Context: an optimization exercise on an open-source flow, tuned for small area, a short achievable clock period and few clock cycles per item. The choices shown serve that exercise and are no tape-out recipe.
The RTL was checked by simulation tests, not by an equivalence proof against the original design.
Power is estimated from default activity; no workload was simulated.

## flow/config.mk

```make
export PLATFORM = sky130hd
export DESIGN_NAME = angle_to_cursor_calibrated_mapper_top
export DESIGN_NICKNAME = angle_to_cursor_calibrated_mapper_top
export VERILOG_FILES = /design/flow/design.v
export SDC_FILE = /design/flow/constraint.sdc
export NUM_CORES = 4
export LEC_CHECK = 0
export CAP_MARGIN = 20
export CORE_MARGIN = 2
export CORE_UTILIZATION = 40
export SLEW_MARGIN = 20
```

## flow/constraint.sdc

```tcl
create_clock -name core_clock -period 7.5 [get_ports {clock}]
set_input_delay 1.5000 -clock core_clock [delete_from_list [all_inputs] [get_ports {clock}]]
set_output_delay 1.5000 -clock core_clock [all_outputs]
set_load 0.01 [all_outputs]
```

## flow/design.v

```verilog
`timescale 1ns / 1ps
package acm_pkg;
   localparam int YAW_W       = 9;
   localparam int PITCH_W     = 9;
   localparam int SPAN_W      = 14;
   localparam int MARGIN_W    = 12;
   localparam int POS_W       = 16;
   localparam int EXT_W       = 10;
   localparam int NUM_W       = 25;
   localparam int MAG_W       = 24;
   localparam int REM_W       = 9;
   localparam int STEP_W      = REM_W + MAG_W;
   localparam int DIV_STEPS   = 24;
   localparam int CNT_W       = $clog2(DIV_STEPS);
   localparam int QUEUE_DEPTH = 2;
   localparam int QPTR_W      = $clog2(QUEUE_DEPTH);
   localparam int JOB_W       = 1 + 2 * NUM_W + 2 * EXT_W + 4;
   localparam int ANG_HALF      = 180;
   localparam int ANG_FULL      = 360;
   localparam int SPAN_X_RESET  = 1820;
   localparam int SPAN_Y_RESET  = 980;
   localparam int MARGIN_RESET  = 50;
   localparam int POS_MAX       = 32767;
   localparam int POS_MIN       = -32768;
   typedef enum logic [2:0] {
      KIND_START,
      KIND_CORNER_A,
      KIND_CORNER_B,
      KIND_MOVE,
      KIND_END
   } kind_type;
   typedef enum logic [1:0] {
      ACT_NONE,
      ACT_PRESS,
      ACT_RELEASE
   } act_type;
   typedef enum logic [1:0] {
      CSR_SPAN_X,
      CSR_SPAN_Y,
      CSR_MARGIN_X,
      CSR_MARGIN_Y
   } csr_index_type;
   typedef struct packed {
      logic [2:0]                kind;
      logic [YAW_W-1:0]          yaw;
      logic signed [PITCH_W-1:0] pitch;
      logic                      left_button;
      logic                      right_button;
   } item_type;
   typedef struct packed {
      logic [SPAN_W-1:0]   span_x;
      logic [SPAN_W-1:0]   span_y;
      logic [MARGIN_W-1:0] margin_x;
      logic [MARGIN_W-1:0] margin_y;
   } cfg_type;
   typedef struct packed {
      logic                    pos_valid;
      logic signed [NUM_W-1:0] num_x;
      logic signed [NUM_W-1:0] num_y;
      logic signed [EXT_W-1:0] den_x;
      logic signed [EXT_W-1:0] den_y;
      act_type                 left_action;
      act_type                 right_action;
   } job_type;
   typedef struct packed {
      logic full;
      logic empty;
   } queue_stat_type;
   function automatic logic [YAW_W-1:0] wrap_yaw(input logic [YAW_W-1:0] v);
      logic [YAW_W:0] s;
      s = {1'b0, v} + (YAW_W+1)'(ANG_HALF);
      if (s >= (YAW_W+1)'(ANG_FULL)) begin
         s = s - (YAW_W+1)'(ANG_FULL);
      end
      wrap_yaw = s[YAW_W-1:0];
   endfunction
endpackage
`timescale 1ns / 1ps
module acm_front (
   input  logic                    clock,
   input  logic                    reset,
   input  logic                    req_valid,
   output logic                    req_ready,
   input  acm_pkg::item_type       item,
   input  acm_pkg::cfg_type        cfg,
   input  acm_pkg::queue_stat_type qstat,
   output logic                    push,
   output acm_pkg::job_type        job
);
   typedef enum logic [1:0] {F_IDLE, F_UPD, F_JOB} fstate_type;
   fstate_type state_ff, state_in;
   acm_pkg::item_type item_ff, item_in;
   logic [acm_pkg::YAW_W-1:0] a_yaw_ff, a_yaw_in, b_yaw_ff, b_yaw_in, cur_yaw_ff, cur_yaw_in;
   logic signed [acm_pkg::PITCH_W-1:0] a_pitch_ff, a_pitch_in, b_pitch_ff, b_pitch_in;
   logic signed [acm_pkg::PITCH_W-1:0] cur_pitch_ff, cur_pitch_in;
   logic known_a_ff, known_a_in, known_b_ff, known_b_in, wrap_ff, wrap_in;
   logic prev_l_ff, prev_l_in, prev_r_ff, prev_r_in;
   logic calc_ff, calc_in;
   acm_pkg::act_type la_ff, la_in, ra_ff, ra_in;
   logic signed [acm_pkg::EXT_W-1:0] ex, ey, dx, dy;
   function automatic acm_pkg::act_type button_edge(input logic now, input logic last);
      if (now && !last) begin
         button_edge = acm_pkg::ACT_PRESS;
      end else if (!now && last) begin
         button_edge = acm_pkg::ACT_RELEASE;
      end else begin
         button_edge = acm_pkg::ACT_NONE;
      end
   endfunction
   always_comb begin
      logic [acm_pkg::YAW_W-1:0] yaw_w;
      logic signed [acm_pkg::EXT_W-1:0] diff;
      logic recheck;
      state_in     = state_ff;
      item_in      = item_ff;
      a_yaw_in     = a_yaw_ff;
      b_yaw_in     = b_yaw_ff;
      cur_yaw_in   = cur_yaw_ff;
      a_pitch_in   = a_pitch_ff;
      b_pitch_in   = b_pitch_ff;
      cur_pitch_in = cur_pitch_ff;
      known_a_in   = known_a_ff;
      known_b_in   = known_b_ff;
      wrap_in      = wrap_ff;
      prev_l_in    = prev_l_ff;
      prev_r_in    = prev_r_ff;
      calc_in      = calc_ff;
      la_in        = la_ff;
      ra_in        = ra_ff;
      recheck      = 1'b0;
      yaw_w        = wrap_ff ? acm_pkg::wrap_yaw(item_ff.yaw) : item_ff.yaw;
      diff         = '0;
      case (state_ff)
         F_IDLE: begin
            if (req_valid) begin
               item_in  = item;
               state_in = F_UPD;
            end
         end
         F_UPD: begin
            calc_in  = 1'b0;
            la_in    = acm_pkg::ACT_NONE;
            ra_in    = acm_pkg::ACT_NONE;
            state_in = F_JOB;
            case (item_ff.kind)
               acm_pkg::KIND_START: begin
                  known_a_in = 1'b0;
                  known_b_in = 1'b0;
                  wrap_in    = 1'b0;
               end
               acm_pkg::KIND_CORNER_A: begin
                  a_yaw_in     = yaw_w;
                  a_pitch_in   = item_ff.pitch;
                  cur_yaw_in   = yaw_w;
                  cur_pitch_in = item_ff.pitch;
                  known_a_in   = 1'b1;
                  recheck      = 1'b1;
                  calc_in      = 1'b1;
               end
               acm_pkg::KIND_CORNER_B: begin
                  b_yaw_in     = yaw_w;
                  b_pitch_in   = item_ff.pitch;
                  cur_yaw_in   = yaw_w;
                  cur_pitch_in = item_ff.pitch;
                  known_b_in   = 1'b1;
                  recheck      = 1'b1;
                  calc_in      = 1'b1;
               end
               acm_pkg::KIND_MOVE: begin
                  cur_yaw_in   = yaw_w;
                  cur_pitch_in = item_ff.pitch;
                  calc_in      = 1'b1;
                  la_in        = button_edge(item_ff.left_button, prev_l_ff);
                  ra_in        = button_edge(item_ff.right_button, prev_r_ff);
                  prev_l_in    = item_ff.left_button;
                  prev_r_in    = item_ff.right_button;
               end
               default: begin
               end
            endcase
            if (recheck) begin
               diff = $signed({1'b0, a_yaw_in}) - $signed({1'b0, b_yaw_in});
               if ((diff > acm_pkg::EXT_W'(acm_pkg::ANG_HALF) ||
                    diff < -(acm_pkg::EXT_W'(acm_pkg::ANG_HALF))) && known_a_in && known_b_in) begin
                  wrap_in    = 1'b1;
                  a_yaw_in   = acm_pkg::wrap_yaw(a_yaw_in);
                  b_yaw_in   = acm_pkg::wrap_yaw(b_yaw_in);
                  cur_yaw_in = acm_pkg::wrap_yaw(cur_yaw_in);
               end else begin
                  wrap_in = 1'b0;
               end
            end
         end
         F_JOB: begin
            if (!qstat.full) begin
               state_in = F_IDLE;
            end
         end
         default: begin
            state_in = F_IDLE;
         end
      endcase
   end
   always_ff @(posedge clock) begin
      if (reset) begin
         state_ff     <= F_IDLE;
         a_yaw_ff     <= '0;
         b_yaw_ff     <= '0;
         cur_yaw_ff   <= '0;
         a_pitch_ff   <= '0;
         b_pitch_ff   <= '0;
         cur_pitch_ff <= '0;
         known_a_ff   <= 1'b0;
         known_b_ff   <= 1'b0;
         wrap_ff      <= 1'b0;
         prev_l_ff    <= 1'b0;
         prev_r_ff    <= 1'b0;
      end else begin
         state_ff     <= state_in;
         a_yaw_ff     <= a_yaw_in;
         b_yaw_ff     <= b_yaw_in;
         cur_yaw_ff   <= cur_yaw_in;
         a_pitch_ff   <= a_pitch_in;
         b_pitch_ff   <= b_pitch_in;
         cur_pitch_ff <= cur_pitch_in;
         known_a_ff   <= known_a_in;
         known_b_ff   <= known_b_in;
         wrap_ff      <= wrap_in;
         prev_l_ff    <= prev_l_in;
         prev_r_ff    <= prev_r_in;
      end
      item_ff <= item_in;
      calc_ff <= calc_in;
      la_ff   <= la_in;
      ra_ff   <= ra_in;
   end
   assign ex = $signed({1'b0, b_yaw_ff}) - $signed({1'b0, a_yaw_ff});
   assign ey = $signed({b_pitch_ff[acm_pkg::PITCH_W-1], b_pitch_ff})
             - $signed({a_pitch_ff[acm_pkg::PITCH_W-1], a_pitch_ff});
   assign dx = $signed({1'b0, cur_yaw_ff}) - $signed({1'b0, a_yaw_ff});
   assign dy = $signed({cur_pitch_ff[acm_pkg::PITCH_W-1], cur_pitch_ff})
             - $signed({a_pitch_ff[acm_pkg::PITCH_W-1], a_pitch_ff});
   assign req_ready = (state_ff == F_IDLE);
   assign push      = (state_ff == F_JOB) && !qstat.full;
   always_comb begin
      job.pos_valid    = calc_ff && known_a_ff && known_b_ff && (ex != '0) && (ey != '0);
      job.num_x        = acm_pkg::NUM_W'($signed({1'b0, cfg.span_x})) * acm_pkg::NUM_W'(dx);
      job.num_y        = acm_pkg::NUM_W'($signed({1'b0, cfg.span_y})) * acm_pkg::NUM_W'(dy);
      job.den_x        = ex;
      job.den_y        = ey;
      job.left_action  = la_ff;
      job.right_action = ra_ff;
   end
endmodule
`timescale 1ns / 1ps
module acm_queue (
   input  logic                    clock,
   input  logic                    reset,
   input  logic                    push,
   input  acm_pkg::job_type        push_job,
   input  logic                    pop,
   output acm_pkg::job_type        pop_job,
   output acm_pkg::queue_stat_type qstat
);
   logic [acm_pkg::JOB_W-1:0] entry_ff [0:acm_pkg::QUEUE_DEPTH-1];
   logic [acm_pkg::QPTR_W-1:0] wr_ptr_ff, wr_ptr_in, rd_ptr_ff, rd_ptr_in;
   logic [acm_pkg::QPTR_W:0]   count_ff, count_in;
   always_comb begin
      wr_ptr_in = push ? wr_ptr_ff + 1'b1 : wr_ptr_ff;
      rd_ptr_in = pop ? rd_ptr_ff + 1'b1 : rd_ptr_ff;
      count_in  = count_ff + (acm_pkg::QPTR_W+1)'(push) - (acm_pkg::QPTR_W+1)'(pop);
   end
   always_ff @(posedge clock) begin
      if (reset) begin
         wr_ptr_ff <= '0;
         rd_ptr_ff <= '0;
         count_ff  <= '0;
      end else begin
         wr_ptr_ff <= wr_ptr_in;
         rd_ptr_ff <= rd_ptr_in;
         count_ff  <= count_in;
      end
      if (push) begin
         entry_ff[wr_ptr_ff] <= push_job;
      end
   end
   assign pop_job     = entry_ff[rd_ptr_ff];
   assign qstat.full  = (count_ff == (acm_pkg::QPTR_W+1)'(acm_pkg::QUEUE_DEPTH));
   assign qstat.empty = (count_ff == '0);
endmodule
`timescale 1ns / 1ps
module acm_back (
   input  logic                           clock,
   input  logic                           reset,
   input  acm_pkg::queue_stat_type        qstat,
   input  acm_pkg::job_type               job,
   output logic                           pop,
   input  acm_pkg::cfg_type               cfg,
   output logic                           rsp_valid,
   input  logic                           rsp_ready,
   output logic                           pos_valid,
   output logic signed [acm_pkg::POS_W-1:0] screen_x,
   output logic signed [acm_pkg::POS_W-1:0] screen_y,
   output acm_pkg::act_type               left_action,
   output acm_pkg::act_type               right_action
);
   typedef enum logic [1:0] {B_IDLE, B_DIV, B_OUT} bstate_type;
   bstate_type state_ff, state_in;
   logic [acm_pkg::CNT_W-1:0] cnt_ff, cnt_in;
   logic [acm_pkg::MAG_W-1:0] qx_ff, qx_in, qy_ff, qy_in;
   logic [acm_pkg::REM_W-1:0] rx_ff, rx_in, ry_ff, ry_in;
   logic [acm_pkg::REM_W-1:0] dx_ff, dx_in, dy_ff, dy_in;
   logic negx_ff, negx_in, negy_ff, negy_in;
   logic val_ff, val_in;
   acm_pkg::act_type la_ff, la_in, ra_ff, ra_in;
   logic out_valid_ff, out_valid_in, out_pos_ff, out_pos_in;
   logic signed [acm_pkg::POS_W-1:0] out_x_ff, out_x_in, out_y_ff, out_y_in;
   acm_pkg::act_type out_la_ff, out_la_in, out_ra_ff, out_ra_in;
   logic [acm_pkg::STEP_W-1:0] step_x, step_y;
   function automatic logic [acm_pkg::MAG_W-1:0] mag_num(
      input logic signed [acm_pkg::NUM_W-1:0] v);
      logic [acm_pkg::NUM_W-1:0] m;
      m = v[acm_pkg::NUM_W-1] ? acm_pkg::NUM_W'(-v) : acm_pkg::NUM_W'(v);
      mag_num = m[acm_pkg::MAG_W-1:0];
   endfunction
   function automatic logic [acm_pkg::REM_W-1:0] mag_den(
      input logic signed [acm_pkg::EXT_W-1:0] v);
      logic [acm_pkg::EXT_W-1:0] m;
      m = v[acm_pkg::EXT_W-1] ? acm_pkg::EXT_W'(-v) : acm_pkg::EXT_W'(v);
      mag_den = m[acm_pkg::REM_W-1:0];
   endfunction
   function automatic logic [acm_pkg::STEP_W-1:0] div_step(
      input logic [acm_pkg::REM_W-1:0] r,
      input logic [acm_pkg::MAG_W-1:0] q,
      input logic [acm_pkg::REM_W-1:0] d);
      logic [acm_pkg::REM_W:0] cat;
      logic [acm_pkg::REM_W:0] dif;
      logic ge;
      cat = {r, q[acm_pkg::MAG_W-1]};
      dif = cat - {1'b0, d};
      ge  = (cat >= {1'b0, d});
      div_step = {ge ? dif[acm_pkg::REM_W-1:0] : cat[acm_pkg::REM_W-1:0],
              q[acm_pkg::MAG_W-2:0], ge};
   endfunction
   function automatic logic signed [acm_pkg::POS_W-1:0] finish(
      input logic [acm_pkg::MAG_W-1:0] q, input logic neg,
      input logic [acm_pkg::MARGIN_W-1:0] margin);
      logic signed [acm_pkg::MAG_W+1:0] qs;
      logic signed [acm_pkg::MAG_W+1:0] sum;
      qs  = $signed({2'b00, q});
      qs  = neg ? -qs : qs;
      sum = qs + $signed({(acm_pkg::MAG_W+2-acm_pkg::MARGIN_W)'(0), margin});
      if (sum > (acm_pkg::MAG_W+2)'(acm_pkg::POS_MAX)) begin
         finish = acm_pkg::POS_W'(acm_pkg::POS_MAX);
      end else if (sum < $signed((acm_pkg::MAG_W+2)'(acm_pkg::POS_MIN))) begin
         finish = acm_pkg::POS_W'(acm_pkg::POS_MIN);
      end else begin
         finish = sum[acm_pkg::POS_W-1:0];
      end
   endfunction
   assign step_x = div_step(rx_ff, qx_ff, dx_ff);
   assign step_y = div_step(ry_ff, qy_ff, dy_ff);
   always_comb begin
      state_in     = state_ff;
      cnt_in       = cnt_ff;
      qx_in        = qx_ff;
      qy_in        = qy_ff;
      rx_in        = rx_ff;
      ry_in        = ry_ff;
      dx_in        = dx_ff;
      dy_in        = dy_ff;
      negx_in      = negx_ff;
      negy_in      = negy_ff;
      val_in       = val_ff;
      la_in        = la_ff;
      ra_in        = ra_ff;
      out_valid_in = out_valid_ff && !rsp_ready;
      out_pos_in   = out_pos_ff;
      out_x_in     = out_x_ff;
      out_y_in     = out_y_ff;
      out_la_in    = out_la_ff;
      out_ra_in    = out_ra_ff;
      pop          = 1'b0;
      case (state_ff)
         B_IDLE: begin
            if (!qstat.empty) begin
               pop      = 1'b1;
               qx_in    = mag_num(job.num_x);
               qy_in    = mag_num(job.num_y);
               rx_in    = '0;
               ry_in    = '0;
               dx_in    = mag_den(job.den_x);
               dy_in    = mag_den(job.den_y);
               negx_in  = job.num_x[acm_pkg::NUM_W-1] ^ job.den_x[acm_pkg::EXT_W-1];
               negy_in  = job.num_y[acm_pkg::NUM_W-1] ^ job.den_y[acm_pkg::EXT_W-1];
               val_in   = job.pos_valid;
               la_in    = job.left_action;
               ra_in    = job.right_action;
               cnt_in   = '0;
               state_in = B_DIV;
            end
         end
         B_DIV: begin
            {rx_in, qx_in} = step_x;
            {ry_in, qy_in} = step_y;
            cnt_in = cnt_ff + 1'b1;
            if (cnt_ff == acm_pkg::CNT_W'(acm_pkg::DIV_STEPS - 1)) begin
               state_in = B_OUT;
            end
         end
         B_OUT: begin
            if (!out_valid_ff || rsp_ready) begin
               out_valid_in = 1'b1;
               out_pos_in   = val_ff;
               out_x_in     = val_ff ? finish(qx_ff, negx_ff, cfg.margin_x) : '0;
               out_y_in     = val_ff ? finish(qy_ff, negy_ff, cfg.margin_y) : '0;
               out_la_in    = la_ff;
               out_ra_in    = ra_ff;
               state_in     = B_IDLE;
            end
         end
         default: begin
            state_in = B_IDLE;
         end
      endcase
   end
   always_ff @(posedge clock) begin
      if (reset) begin
         state_ff     <= B_IDLE;
         out_valid_ff <= 1'b0;
      end else begin
         state_ff     <= state_in;
         out_valid_ff <= out_valid_in;
      end
      cnt_ff    <= cnt_in;
      qx_ff     <= qx_in;
      qy_ff     <= qy_in;
      rx_ff     <= rx_in;
      ry_ff     <= ry_in;
      dx_ff     <= dx_in;
      dy_ff     <= dy_in;
      negx_ff   <= negx_in;
      negy_ff   <= negy_in;
      val_ff    <= val_in;
      la_ff     <= la_in;
      ra_ff     <= ra_in;
      out_pos_ff <= out_pos_in;
      out_x_ff  <= out_x_in;
      out_y_ff  <= out_y_in;
      out_la_ff <= out_la_in;
      out_ra_ff <= out_ra_in;
   end
   assign rsp_valid    = out_valid_ff;
   assign pos_valid    = out_pos_ff;
   assign screen_x     = out_x_ff;
   assign screen_y     = out_y_ff;
   assign left_action  = out_la_ff;
   assign right_action = out_ra_ff;
endmodule
`timescale 1ns / 1ps
module angle_to_cursor_calibrated_mapper_top (
   input  logic        clock,
   input  logic        reset,
   input  logic        req_tvalid,
   output logic        req_tready,
   input  logic [23:0] req_tdata,    
   input  logic [2:0]  req_tuser,    
   output logic        rsp_tvalid,
   input  logic        rsp_tready,
   output logic [39:0] rsp_tdata,    
   output logic [0:0]  rsp_tuser,    
   input  logic        csr_we,
   input  logic [1:0]  csr_index,
   input  logic [13:0] csr_wdata
);
   acm_pkg::cfg_type        cfg_ff;
   acm_pkg::item_type       item;
   acm_pkg::job_type        push_job, pop_job;
   acm_pkg::queue_stat_type q_stat;
   logic q_push, q_pop;
   logic pos_valid;
   logic signed [acm_pkg::POS_W-1:0] screen_x, screen_y;
   acm_pkg::act_type left_action, right_action;
   always_ff @(posedge clock) begin
      if (reset) begin
         cfg_ff.span_x   <= acm_pkg::SPAN_W'(acm_pkg::SPAN_X_RESET);
         cfg_ff.span_y   <= acm_pkg::SPAN_W'(acm_pkg::SPAN_Y_RESET);
         cfg_ff.margin_x <= acm_pkg::MARGIN_W'(acm_pkg::MARGIN_RESET);
         cfg_ff.margin_y <= acm_pkg::MARGIN_W'(acm_pkg::MARGIN_RESET);
      end else if (csr_we) begin
         case (csr_index)
            acm_pkg::CSR_SPAN_X:   cfg_ff.span_x   <= csr_wdata;
            acm_pkg::CSR_SPAN_Y:   cfg_ff.span_y   <= csr_wdata;
            acm_pkg::CSR_MARGIN_X: cfg_ff.margin_x <= csr_wdata[acm_pkg::MARGIN_W-1:0];
            acm_pkg::CSR_MARGIN_Y: cfg_ff.margin_y <= csr_wdata[acm_pkg::MARGIN_W-1:0];
            default: begin
            end
         endcase
      end
   end
   assign item.kind         = req_tuser;
   assign item.yaw          = req_tdata[8:0];
   assign item.pitch        = $signed(req_tdata[17:9]);
   assign item.left_button  = req_tdata[18];
   assign item.right_button = req_tdata[19];
   acm_front u_front (
      .clock     (clock),
      .reset     (reset),
      .req_valid (req_tvalid),
      .req_ready (req_tready),
      .item      (item),
      .cfg       (cfg_ff),
      .qstat     (q_stat),
      .push      (q_push),
      .job       (push_job)
   );
   acm_queue u_queue (
      .clock    (clock),
      .reset    (reset),
      .push     (q_push),
      .push_job (push_job),
      .pop      (q_pop),
      .pop_job  (pop_job),
      .qstat    (q_stat)
   );
   acm_back u_back (
      .clock        (clock),
      .reset        (reset),
      .qstat        (q_stat),
      .job          (pop_job),
      .pop          (q_pop),
      .cfg          (cfg_ff),
      .rsp_valid    (rsp_tvalid),
      .rsp_ready    (rsp_tready),
      .pos_valid    (pos_valid),
      .screen_x     (screen_x),
      .screen_y     (screen_y),
      .left_action  (left_action),
      .right_action (right_action)
   );
   assign rsp_tdata = {4'b0000, right_action, left_action, screen_y, screen_x};
   assign rsp_tuser = pos_valid;
endmodule
```

## flow/run.sh

```bash
#!/bin/bash
# synth_recipe.tcl (not shown) runs the flow's synth.tcl, then flattens the netlist and writes it again
# the make line also repeats each setting of config.mk as NAME=value (left out here)
make -C /OpenROAD-flow-scripts/flow DESIGN_CONFIG=/design/flow/config.mk WORK_HOME=/design/flow/orfs CLKGATE_MAP_FILE= SYNTH_SCRIPT=/design/flow/synth_recipe.tcl finish
```

==> reports/results.ini <==
[outcome]
status=complete, no violations

[timing]
max_slew_margin=0.320
post-route-min-period_ns=7.19
finalCritPeriodShare=0.959
fin_ws_ns=0.307
setup_viol=0
worstMarginPinSlew_ns=0.992
slew_viol_final=0
fmax_mhz=139
hold_viol=0
fin_skew_ns=0.0346

[finish]
ff_latch_area_um2=11800
syn_to_final_growth_pct=12.2
final_cells=4885
n_fill_cell=8237
drive_gt1_frac=0.0789
multi_input_area_um2=21100
nets=4199

[pwr]
ir_drop_mv=0.575
power_density_nw_per_um2=425
cellLeakagePower_nw=15.7

[detailed_routing]
topRoutingLayerUsed=met5
first_pass_iters=5
wl_met2_um=35700
avgViaCountPerCell=5.10
wire_per_inst_um=16.3
wl_met1_um=39400
met3WireLength_um=3100
vias=24900
drt_wl_total_um=79700
drt_iter0_drc=1416
final_antenna_net_count=0
drcViolationCount=0

[floorplanning]
fp-row-count=107
core_um2=85400
initial_core_util=0.405
ios=91
dieWidth_um=298
die-area_um2=88800
fp.dieH_um=298

[logic_synthesis]
syn-instance-count=3648
synth_cell_types=108
synth_area_um2=34600
ys_ff_latch=432
yosysWarnings=4
avgSynthCellArea_um2=9.48
ys.flop_type=edfxtp_1
synth-edff-count=311
synth.yosys.seq_area_share=0.340
async_flop_share=0

[worst_setup_path]
end_kind=flip-flop
ff2ff_setup_slack_ns=0.31
reg2reg_depth=32
path_max_fanout=3
required_ns=7.83
slowest_stage=fa_2
startpoint=u_front.a_yaw_ff[1]
startpoint_type=flip-flop
critPathCapture=u_queue.entry_ff[0][72]
cp.arrival_ns=7.52
cp_common_cell=a21o_1
r2r_start=u_front.a_yaw_ff[1]
worstSetupPathType=flip-flop to flip-flop
rr_endpoint=u_queue.entry_ff[0][72]
cpPeakStageDelay_ns=0.56

[clocking]
cts_root_buf=clkbuf_16
clk_pin_slew_ns=0.06
cts_tree=yes
cts_inserted_buffers=51
htreeDepth=2
ctsLongestPathBuffers=3
clk_latency_ns=0.62
clock_sinks=432

[global_routing]
grt_pass1_vias=24100
grt_pass1_wl_um=129000
grt-ovfl-total=0
grt_usage=0.178
grt_max_degree=85
grt_antenna_before_repair=1

[worst_hold_path]
holdCritPathClass=flip-flop to flip-flop

[place]
place_ws_ns=-0.0765
routabilityCongestion=0.870
port_buffers=82
dp.cells=4784
hpwl_um=60000

[run]
max_cap_violations=0

## registers in the layout (all words and copies together) (netlist names), 5 cells and up, named ones only
name / cells
u_back.out_x_ff: 16
u_front.cur_yaw_ff: 9
u_back.qy_ff: 24
u_front.b_yaw_ff: 9
u_queue.entry_ff: 150
u_back.out_y_ff: 16
u_front.b_pitch_ff: 9
u_back.dx_ff: 9
u_front.a_yaw_ff: 9
u_back.ry_ff: 9
u_front.a_pitch_ff: 9
u_back.rx_ff: 9
u_back.dy_ff: 9
u_front.cur_pitch_ff: 9
u_front.item_ff: 23
u_back.cnt_ff: 5
u_back.qx_ff: 24
cfg_ff: 52
## cell usage after synthesis (17+ instances only)
cell      count  share of area
nand3b_1     26         0.0056
nor4_1       18         0.0033
a31oi_1      22         0.0040
or2_2        25         0.0045
mux2_2       18         0.0059
o21a_1       19         0.0041
a211oi_1     25         0.0054
inv_1       385          0.042
fa_1        199           0.12
nor2b_1      74          0.013
a21o_1       59          0.013
nand2b_1     62          0.011
xor2_1       92          0.023
mux2i_1      81          0.023
edfxtp_1    311           0.27
nor2_1      222          0.024
nand2_1     435          0.047
or3_1        19         0.0034
and3_1       26         0.0047
o31ai_1      23         0.0050
clkbuf_1    126          0.014
xnor2_1     150          0.038
dfxtp_1     121          0.070
o21ai_0     138          0.020
nand4_1      17         0.0031
o21bai_1     17         0.0037
a21oi_1     210          0.030
ha_1        256          0.093
and2_1      120          0.022
nand3_1      52         0.0075
nor3_1       55         0.0080
## metal layers
| metal | GRT usage | up-vias |
|---|---|---|
| met5 | 0 | - |
| li1 | - | 12600 |
| met3 | 0.0261 | 98 |
| met2 | 0.284 | 400 |
| met4 | 0.0449 | 2 |
| met1 | 0.252 | 11900 |
## what timing repair did
item                                    4_1_cts  5_1_grt
setup buffers                                 0        3
hold buffers                                  0        0
pin swaps                                     8       19
resized for setup                            12       35
endpoints found under the setup margin        8       18
## power by group
| group | switching (W) | internal (W) |
|---|---|---|
| Sequential | 0.000399 | 0.00367 |
| Clock | 0.00107 | 0.00156 |
| Combinational | 0.00553 | 0.00424 |
## final cells by class
type	count	area share
Antenna cell	2	0.000129
Tap cell	1144	0.0369
Sequential cell	432	0.303
Clock buffer	67	0.0376
Clock inverter	29	0.00871
Timing Repair Buffer	141	0.0326
Multi-Input combinational cell	2678	0.543
Inverter	392	0.0380
## per-stage QoR
stage	area (um2)	hold WS (ns)	power, W	setup TNS [ns]	utilization
after floorplan	34600	0.400	0.0111	0	-
after global placement	36700	0.404	0.0132	0	0.430
final	38800	0.420	0.0165	0	0.454
after global routing	38800	0.428	0.0180	-0.188	0.454
after detailed placement	36700	0.413	0.0133	-0.261	0.430
after CTS	38600	0.423	0.0164	0	0.452
## cells by family after synthesis
family,after synthesis,share of synthesized area
AND/OR/NAND/NOR,1202,0.171
other,1,0.000108
flip-flops,432,0.340
adder cells (fa/ha/maj),455,0.208
multiplexers,103,0.0310
AO/OA/AOI/OAI,671,0.128
buffers and inverters,541,0.0606
XOR/XNOR,243,0.0618
## cell usage in the layout (no fill, tap or decap), types with 59 or more instances in the layout
cell	count
xor2_1	92
dfxtp_1	120
clkdlybuf4s50_1	81
edfxtp_1	311
a21oi_1	201
buf_4	59
nor2_1	214
nand2b_1	60
nor2b_1	72
mux2i_1	79
xnor2_1	147
a21o_1	59
inv_1	385
ha_1	246
o21ai_0	132
fa_1	197
and2_1	120
nand2_1	435
## critical path, delay by kind of cell (launching register included)
family | cells | cell delay (ns)
AO/OA/AOI/OAI | 13 | 2.11
flip-flops | 1 | 0.32
buffers and inverters | 6 | 0.41
adder cells (fa/ha/maj) | 7 | 3.22
XOR/XNOR | 1 | 0.12
AND/OR/NAND/NOR | 5 | 0.74
## how the worst min path moves through the flow
stage | from | endpoint | slack [ns] | cells after the start
after global routing | u_back.ra_ff[1] | u_back.out_ra_ff[1] | 0.43 | 0
after global placement | u_back.la_ff[0] | u_back.out_la_ff[0] | 0.40 | 0
after detailed placement | u_back.ra_ff[0] | u_back.out_ra_ff[0] | 0.41 | 0
final | u_back.ra_ff[0] | u_back.out_ra_ff[0] | 0.42 | 0
after CTS | u_back.ra_ff[0] | u_back.out_ra_ff[0] | 0.42 | 0
after floorplan | u_back.la_ff[0] | u_back.out_la_ff[0] | 0.40 | 0
Testbench counts, summed over its fixed seeds: cycles 62,432, items 2,400.

==> re-timing with driven ports <==
No port has a modelled driver above. Below, the same layout with a new extraction and two added sets of constraints. Step 1 (the two cells are an assumption about what drives the block):
set clk [get_ports {clock}]
set_driving_cell -lib_cell sky130_fd_sc_hd__clkbuf_16 $clk
set_driving_cell -lib_cell sky130_fd_sc_hd__buf_2 [delete_from_list [all_inputs] $clk]
Step 2 adds t to the input delays and takes it off the output delays; t is the mean of the earliest and latest rising clock arrival at the registers after step 1. Input paths then give back, and output paths get back, about the clock's delay inside the block. Three values: ideal, step 1, step 2; two values: the first two.
t (ns): 0.666
slack for setup (ns): 0.307 / 0.307 / 0.307
worst data-port slew with drivers (ns): 0.05
pins driven straight from the clock port: 1
After both steps this run still meets setup and hold. The setup slack of this run moves by 0.000 ns with the drivers and by 0.000 ns with both steps.
